Background: an optimization exercise with open tools, aiming at small area, a short achievable clock period and few clock cycles. Do not read the settings as production practice. In this exercise RTL edits were held to simulation tests only and were not proved equivalent to the original. No driver is modelled on the clock port, so clocking that relies on it looks cheaper here than on a real chip. Power is estimated from default activity; no workload was simulated.

## job 9522
==> flow/design.v (excerpt) <==
module soc_top (
    input  logic                        clk,
    input  logic                        rst_n,
    input  logic [64:0]                 bus,
    input  logic [7:0]                  gpi1,
    input  logic [7:0]                  gpi2,
    input  logic [7:0]                  switches,
    output logic [soc_pkg::DATA_W-1:0]  rdata,
    output logic [soc_pkg::DATA_W-1:0]  gpo1,
    output logic [soc_pkg::DATA_W-1:0]  gpo2,
    output logic [7:0]                  seg,
    output logic [7:0]                  an
);
Size: ~200 I/O pins.
export LEC_CHECK = 0
export CAP_MARGIN = 40
export CORE_MARGIN = 2
export CORE_UTILIZATION = 70
export CTS_CLUSTER_DIAMETER = 100
export CTS_CLUSTER_SIZE = 25
export PLACE_DENSITY = 0.8
export SETUP_SLACK_MARGIN = 4
export SLEW_MARGIN = 40
export SYNTH_HIERARCHICAL = 1
export SYNTH_MINIMUM_KEEP_SIZE = 0
create_clock -name core_clock -period 9.0 [get_ports {clk}]
standard.sh (not shown) runs the stock make flow with config.mk's settings and CLKGATE_MAP_FILE= SYNTH_SCRIPT=/design/flow/synth_recipe.tcl, a recipe that flattens the netlist after the stock synthesis.
==> flow/flow/run.sh <==
#!/bin/bash
# The standard layout, with three changes to how it is made:
#  - synthesis may not pick the larger o22ai sizes, so the RAM read cells
#    start small (the resizer may still upsize them later);
#  - the ports get small, fast buffers (buf_2) instead of delay cells;
#  - the clock tree has no dummy loads and larger sink clusters.
# Each step's full output goes to its own log file here.
set -e
PLATFORM_DONT_USE="sky130_fd_sc_hd__probe_p_8 sky130_fd_sc_hd__probec_p_8 sky130_fd_sc_hd__lpflow_bleeder_1 sky130_fd_sc_hd__lpflow_clkbufkapwr_1 sky130_fd_sc_hd__lpflow_clkbufkapwr_16 sky130_fd_sc_hd__lpflow_clkbufkapwr_2 sky130_fd_sc_hd__lpflow_clkbufkapwr_4 sky130_fd_sc_hd__lpflow_clkbufkapwr_8 sky130_fd_sc_hd__lpflow_clkinvkapwr_1 sky130_fd_sc_hd__lpflow_clkinvkapwr_16 sky130_fd_sc_hd__lpflow_clkinvkapwr_2 sky130_fd_sc_hd__lpflow_clkinvkapwr_4 sky130_fd_sc_hd__lpflow_clkinvkapwr_8 sky130_fd_sc_hd__lpflow_decapkapwr_12 sky130_fd_sc_hd__lpflow_decapkapwr_3 sky130_fd_sc_hd__lpflow_decapkapwr_4 sky130_fd_sc_hd__lpflow_decapkapwr_6 sky130_fd_sc_hd__lpflow_decapkapwr_8 sky130_fd_sc_hd__lpflow_inputiso0n_1 sky130_fd_sc_hd__lpflow_inputiso0p_1 sky130_fd_sc_hd__lpflow_inputiso1n_1 sky130_fd_sc_hd__lpflow_inputiso1p_1 sky130_fd_sc_hd__lpflow_inputisolatch_1 sky130_fd_sc_hd__lpflow_isobufsrc_1 sky130_fd_sc_hd__lpflow_isobufsrc_16 sky130_fd_sc_hd__lpflow_isobufsrc_2 sky130_fd_sc_hd__lpflow_isobufsrc_4 sky130_fd_sc_hd__lpflow_isobufsrc_8 sky130_fd_sc_hd__lpflow_isobufsrckapwr_16 sky130_fd_sc_hd__lpflow_lsbuf_lh_hl_isowell_tap_1 sky130_fd_sc_hd__lpflow_lsbuf_lh_hl_isowell_tap_2 sky130_fd_sc_hd__lpflow_lsbuf_lh_hl_isowell_tap_4 sky130_fd_sc_hd__lpflow_lsbuf_lh_isowell_4 sky130_fd_sc_hd__lpflow_lsbuf_lh_isowell_tap_1 sky130_fd_sc_hd__lpflow_lsbuf_lh_isowell_tap_2 sky130_fd_sc_hd__lpflow_lsbuf_lh_isowell_tap_4 "
bash standard.sh DONT_USE_CELLS="$PLATFORM_DONT_USE sky130_fd_sc_hd__o22ai_2 sky130_fd_sc_hd__o22ai_4" synth > synth.log 2>&1
bash standard.sh \
    BUFFER_PORTS_ARGS="-buffer_cell sky130_fd_sc_hd__buf_2" \
    CTS_ARGS="-sink_clustering_enable -repair_clock_nets -dont_use_dummy_load -sink_clustering_size 25 -sink_clustering_max_diameter 100" \
    finish > layout.log 2>&1
Testbench counts of job 9522, summed over its fixed seeds: cycles 3,077.
Relative to job 9522, the following input files were edited for job 227:
- PLACE_DENSITY changed from 0.8 to 0.72
- CORE_UTILIZATION changed from 70 to 60
- SETUP_SLACK_MARGIN changed from 4 to 3
Lower logic depth of the worst path, buffers included among job 227 and job 9522: job 9522. Where count of routing violations after the opening detailed-route iteration is concerned, job 9522 is outperformed by job 227. Minimum period implied by the final worst setup slack | job 227 below job 9522. In the tables for job 227 and job 9522, flip-flop and latch share of the layout cell area reads lower with job 227. Job 9522 -> job 227: total detailed-routing wirelength decreased slightly. On global-route wire length before repair: between job 227 and job 9522, it ends up lower for job 227. Cmp job 227 vs job 9522: worst setup slack higher in job 227. Summary of job 227 over job 9522: synthesis-to-finish area growth up 1.4 points, sequential standard cell area flat.
Relative to job 227, the following input files were edited for job 9890:
- swapping 3 for 4 in SETUP_SLACK_MARGIN
Notes after the runs:
- ~same sequential share of cell area in job 227 and job 9890
- Non-clock buffer count (higher): job 227
- From job 227 to job 9890 the numbers moved as follows: fraction of met3 tracks used by global routing now sits higher; clock skew went down; number of post-CTS setup repair buffers now larger; number of instances resized during post-cts repair moved down; share of power burned in combinational logic went up by 0.4 points.
- Job 9890 vs. job 227: overall power consumption went up by about 0.4%.
> inputs changed (job 9890 -> job 4115)
- CORE_UTILIZATION now 50, was 60
- PLACE_DENSITY now 0.65, was 0.72
Findings:
Comparing job 4115 with job 9890, the power spent charging and discharging nets came out essentially unchanged.
Changes observed in job 4115 relative to job 9890: number of tap instances rose 18%, power consumed by the clock network rose about 0.8%, minimum clock period after layout rose 0.066 ns.
Comparing the two runs side by side, job 4115 comes out behind job 9890 on global-route wire length before repair.

* * *

Another version of the RTL of soc_top (not shown whole).
Size: roughly 77000 um2 of cells after synthesis.
export LEC_CHECK = 0
export CAP_MARGIN = 40
export CORE_MARGIN = 2
export CORE_UTILIZATION = 60
export CTS_CLUSTER_DIAMETER = 100
export CTS_CLUSTER_SIZE = 25
export PLACE_DENSITY = 0.72
export SETUP_SLACK_MARGIN = 4
export SLEW_MARGIN = 40
export SYNTH_HIERARCHICAL = 1
export SYNTH_MINIMUM_KEEP_SIZE = 0
create_clock -name core_clock -period 9.0 [get_ports {clk}]
==> flow/flow/run.sh <==
#!/bin/bash
# The standard layout, with three changes to how it is made:
#  - synthesis may not pick the larger o22ai sizes, so the RAM read cells
#    start small (the resizer may still upsize them later);
#  - the ports get small, fast buffers (buf_2) instead of delay cells;
#  - the clock tree has no dummy loads and larger sink clusters;
#  - after clock tree synthesis, flow/sizer.tcl upsizes gates on the worst
#    setup paths one at a time while the worst slack improves.
# Each step's full output goes to its own log file here.
set -e
PLATFORM_DONT_USE="sky130_fd_sc_hd__probe_p_8 sky130_fd_sc_hd__probec_p_8 sky130_fd_sc_hd__lpflow_bleeder_1 sky130_fd_sc_hd__lpflow_clkbufkapwr_1 sky130_fd_sc_hd__lpflow_clkbufkapwr_16 sky130_fd_sc_hd__lpflow_clkbufkapwr_2 sky130_fd_sc_hd__lpflow_clkbufkapwr_4 sky130_fd_sc_hd__lpflow_clkbufkapwr_8 sky130_fd_sc_hd__lpflow_clkinvkapwr_1 sky130_fd_sc_hd__lpflow_clkinvkapwr_16 sky130_fd_sc_hd__lpflow_clkinvkapwr_2 sky130_fd_sc_hd__lpflow_clkinvkapwr_4 sky130_fd_sc_hd__lpflow_clkinvkapwr_8 sky130_fd_sc_hd__lpflow_decapkapwr_12 sky130_fd_sc_hd__lpflow_decapkapwr_3 sky130_fd_sc_hd__lpflow_decapkapwr_4 sky130_fd_sc_hd__lpflow_decapkapwr_6 sky130_fd_sc_hd__lpflow_decapkapwr_8 sky130_fd_sc_hd__lpflow_inputiso0n_1 sky130_fd_sc_hd__lpflow_inputiso0p_1 sky130_fd_sc_hd__lpflow_inputiso1n_1 sky130_fd_sc_hd__lpflow_inputiso1p_1 sky130_fd_sc_hd__lpflow_inputisolatch_1 sky130_fd_sc_hd__lpflow_isobufsrc_1 sky130_fd_sc_hd__lpflow_isobufsrc_16 sky130_fd_sc_hd__lpflow_isobufsrc_2 sky130_fd_sc_hd__lpflow_isobufsrc_4 sky130_fd_sc_hd__lpflow_isobufsrc_8 sky130_fd_sc_hd__lpflow_isobufsrckapwr_16 sky130_fd_sc_hd__lpflow_lsbuf_lh_hl_isowell_tap_1 sky130_fd_sc_hd__lpflow_lsbuf_lh_hl_isowell_tap_2 sky130_fd_sc_hd__lpflow_lsbuf_lh_hl_isowell_tap_4 sky130_fd_sc_hd__lpflow_lsbuf_lh_isowell_4 sky130_fd_sc_hd__lpflow_lsbuf_lh_isowell_tap_1 sky130_fd_sc_hd__lpflow_lsbuf_lh_isowell_tap_2 sky130_fd_sc_hd__lpflow_lsbuf_lh_isowell_tap_4 "
bash standard.sh DONT_USE_CELLS="$PLATFORM_DONT_USE sky130_fd_sc_hd__o22ai_2 sky130_fd_sc_hd__o22ai_4" synth > synth.log 2>&1
bash standard.sh \
    BUFFER_PORTS_ARGS="-buffer_cell sky130_fd_sc_hd__buf_2" \
    CTS_ARGS="-sink_clustering_enable -repair_clock_nets -dont_use_dummy_load -sink_clustering_size 25 -sink_clustering_max_diameter 100" \
    POST_CTS_TCL="$PWD/flow/sizer.tcl" \
    finish > layout.log 2>&1
==> flow/flow/sizer.tcl <==
# Greedy gate upsizing on the worst setup paths: for each gate on the worst
# path, try the larger drive strengths of the same cell and keep the one that
# most improves the worst slack. Registers are left as they are.
proc sizer_candidates { master_name } {
  if { ![regexp {^(sky130_fd_sc_hd__[a-z0-9]+)_([0-9]+)$} $master_name -> base size] } { return {} }
  set out {}
  foreach s {1 2 4 6 8 12 16} {
    if { $s <= $size } { continue }
    set cell [get_lib_cells -quiet */${base}_$s]
    if { $cell ne "" } { lappend out ${base}_$s }
  }
  return $out
}

proc sizer_run { iters } {
  set block [ord::get_db_block]
  set tried [dict create]
  for { set it 0 } { $it < $iters } { incr it } {
    set wns [sta::worst_slack -max]
    set path [lindex [find_timing_paths -path_delay max -group_path_count 1] 0]
    set best_gain 0.0
    set best {}
    foreach point [get_property $path points] {
      set pin [get_property $point pin]
      if { [get_property $pin direction] ne "output" } { continue }
      set pname [get_full_name $pin]
      if { ![regexp {^(.*)/([^/]+)$} $pname -> iname pport] } { continue }
      set inst [$block findInst $iname]
      if { $inst eq "NULL" } { continue }
      set m [[$inst getMaster] getName]
      if { [regexp {df|clkbuf|clkinv|clkdly} $m] } { continue }
      foreach cand [sizer_candidates $m] {
        replace_cell $iname $cand
        set gain [expr { [sta::worst_slack -max] - $wns }]
        if { $gain > $best_gain + 1e-4 } { set best_gain $gain; set best [list $iname $cand] }
        replace_cell $iname $m
      }
    }
    if { $best eq {} } { puts "sizer: no gain at iteration $it, wns $wns"; break }
    replace_cell {*}$best
    if { $it % 10 == 0 } { puts "sizer: iter $it wns [sta::worst_slack -max] ($best)" }
  }
  puts "sizer: done, wns [sta::worst_slack -max]"
}

# Run after clock tree synthesis (POST_CTS_TCL hook): size up, then legalize
log_cmd estimate_parasitics -placement
puts "sizer: start, wns [sta::worst_slack -max]"
sizer_run 400
log_cmd detailed_placement
check_placement -verbose
log_cmd estimate_parasitics -placement
puts "sizer: after legalization, wns [sta::worst_slack -max]"
Testbench counts at the start, summed over its fixed seeds: cycles 3,077.
Change:
--- a/flow/flow/run.sh
+++ b/flow/flow/run.sh
@@ -7,3 +7,4 @@
 #  - after clock tree synthesis, flow/sizer.tcl upsizes gates on the worst
-#    setup paths one at a time while the worst slack improves.
+#    setup paths one at a time while the worst slack improves, and again
+#    after global routing (flow/post_cts.tcl, flow/post_grt.tcl).
 # Each step's full output goes to its own log file here.
@@ -15,3 +16,4 @@
     CTS_ARGS="-sink_clustering_enable -repair_clock_nets -dont_use_dummy_load -sink_clustering_size 25 -sink_clustering_max_diameter 100" \
-    POST_CTS_TCL="$PWD/flow/sizer.tcl" \
+    POST_CTS_TCL="$PWD/flow/post_cts.tcl" \
+    POST_GLOBAL_ROUTE_TCL="$PWD/flow/post_grt.tcl" \
     finish > layout.log 2>&1
==> flow/flow/post_cts.tcl (new file) <==
# POST_CTS_TCL hook: size up gates on the worst setup paths, then legalize
source [file join [file dirname [info script]] sizer.tcl]
log_cmd estimate_parasitics -placement
puts "sizer: start, wns [sta::worst_slack -max]"
sizer_run 400
log_cmd detailed_placement
check_placement -verbose
log_cmd estimate_parasitics -placement
puts "sizer: after legalization, wns [sta::worst_slack -max]"
==> flow/flow/post_grt.tcl (new file) <==
# POST_GLOBAL_ROUTE_TCL hook: size up again with global-route parasitics,
# legalize, reroute the changed nets and rewrite the route guides
source [file join [file dirname [info script]] sizer.tcl]
log_cmd global_route -start_incremental
log_cmd estimate_parasitics -global_routing
puts "sizer: start, wns [sta::worst_slack -max]"
sizer_run 400
log_cmd detailed_placement
check_placement -verbose
log_cmd global_route -end_incremental
log_cmd estimate_parasitics -global_routing
puts "sizer: after reroute, wns [sta::worst_slack -max]"
write_guides $::env(RESULTS_DIR)/route.guide
--- a/flow/flow/sizer.tcl
+++ b/flow/flow/sizer.tcl
@@ -44,10 +44 @@
 }
-
-# Run after clock tree synthesis (POST_CTS_TCL hook): size up, then legalize
-log_cmd estimate_parasitics -placement
-puts "sizer: start, wns [sta::worst_slack -max]"
-sizer_run 400
-log_cmd detailed_placement
-check_placement -verbose
-log_cmd estimate_parasitics -placement
-puts "sizer: after legalization, wns [sta::worst_slack -max]"
After rerunning: The new run completed without violations; clock skew goes up by 0.0051 ns; final area stays flat; routed wire length stays flat; worst setup slack is worse by 0.035 ns; count of clock-buffer cells in the layout does not change.

[what the ideal ports hide]
How much do the figures lean on ideal ports? The routed layouts below were timed once more, with nothing changed but the port constraints. Step 1 (the two cells are an assumption about what drives the block):
set clk [get_ports {clk}]
set_driving_cell -lib_cell sky130_fd_sc_hd__clkbuf_16 $clk
set_driving_cell -lib_cell sky130_fd_sc_hd__buf_2 [delete_from_list [all_inputs] $clk]
Step 2 also shifts input and output timing later by t, the mid clock arrival at the registers, as if the neighbouring blocks saw the same clock. Slacks: no drivers / after step 1 / after step 2; pairs: no drivers / after step 1.
| run | shift t [ns] | setup slack, ns | latest minus earliest clock arrival (ns) |
|---|---|---|---|
| job 9522 | 0.818 | 2.159 / 2.050 / 2.050 | 0.059 / 0.059 |
| job 227 | 0.831 | 2.442 / 2.204 / 2.204 | 0.084 / 0.085 |
| job 9890 | 0.836 | 2.354 / 2.158 / 2.158 | 0.076 / 0.075 |
| job 4115 | 0.826 | 2.288 / 2.236 / 2.236 | 0.124 / 0.124 |
| the first run of note 2 | 0.857 | 2.486 / 2.246 / 2.246 | 0.047 / 0.047 |
| the second run of note 2 | 0.855 | 2.451 / 2.204 / 2.204 | 0.049 / 0.049 |
After both steps setup and hold are still met in every run listed. The setup slack of the second run of note 2, which loses most, moves by -0.247 ns with the drivers and by -0.247 ns with both steps.
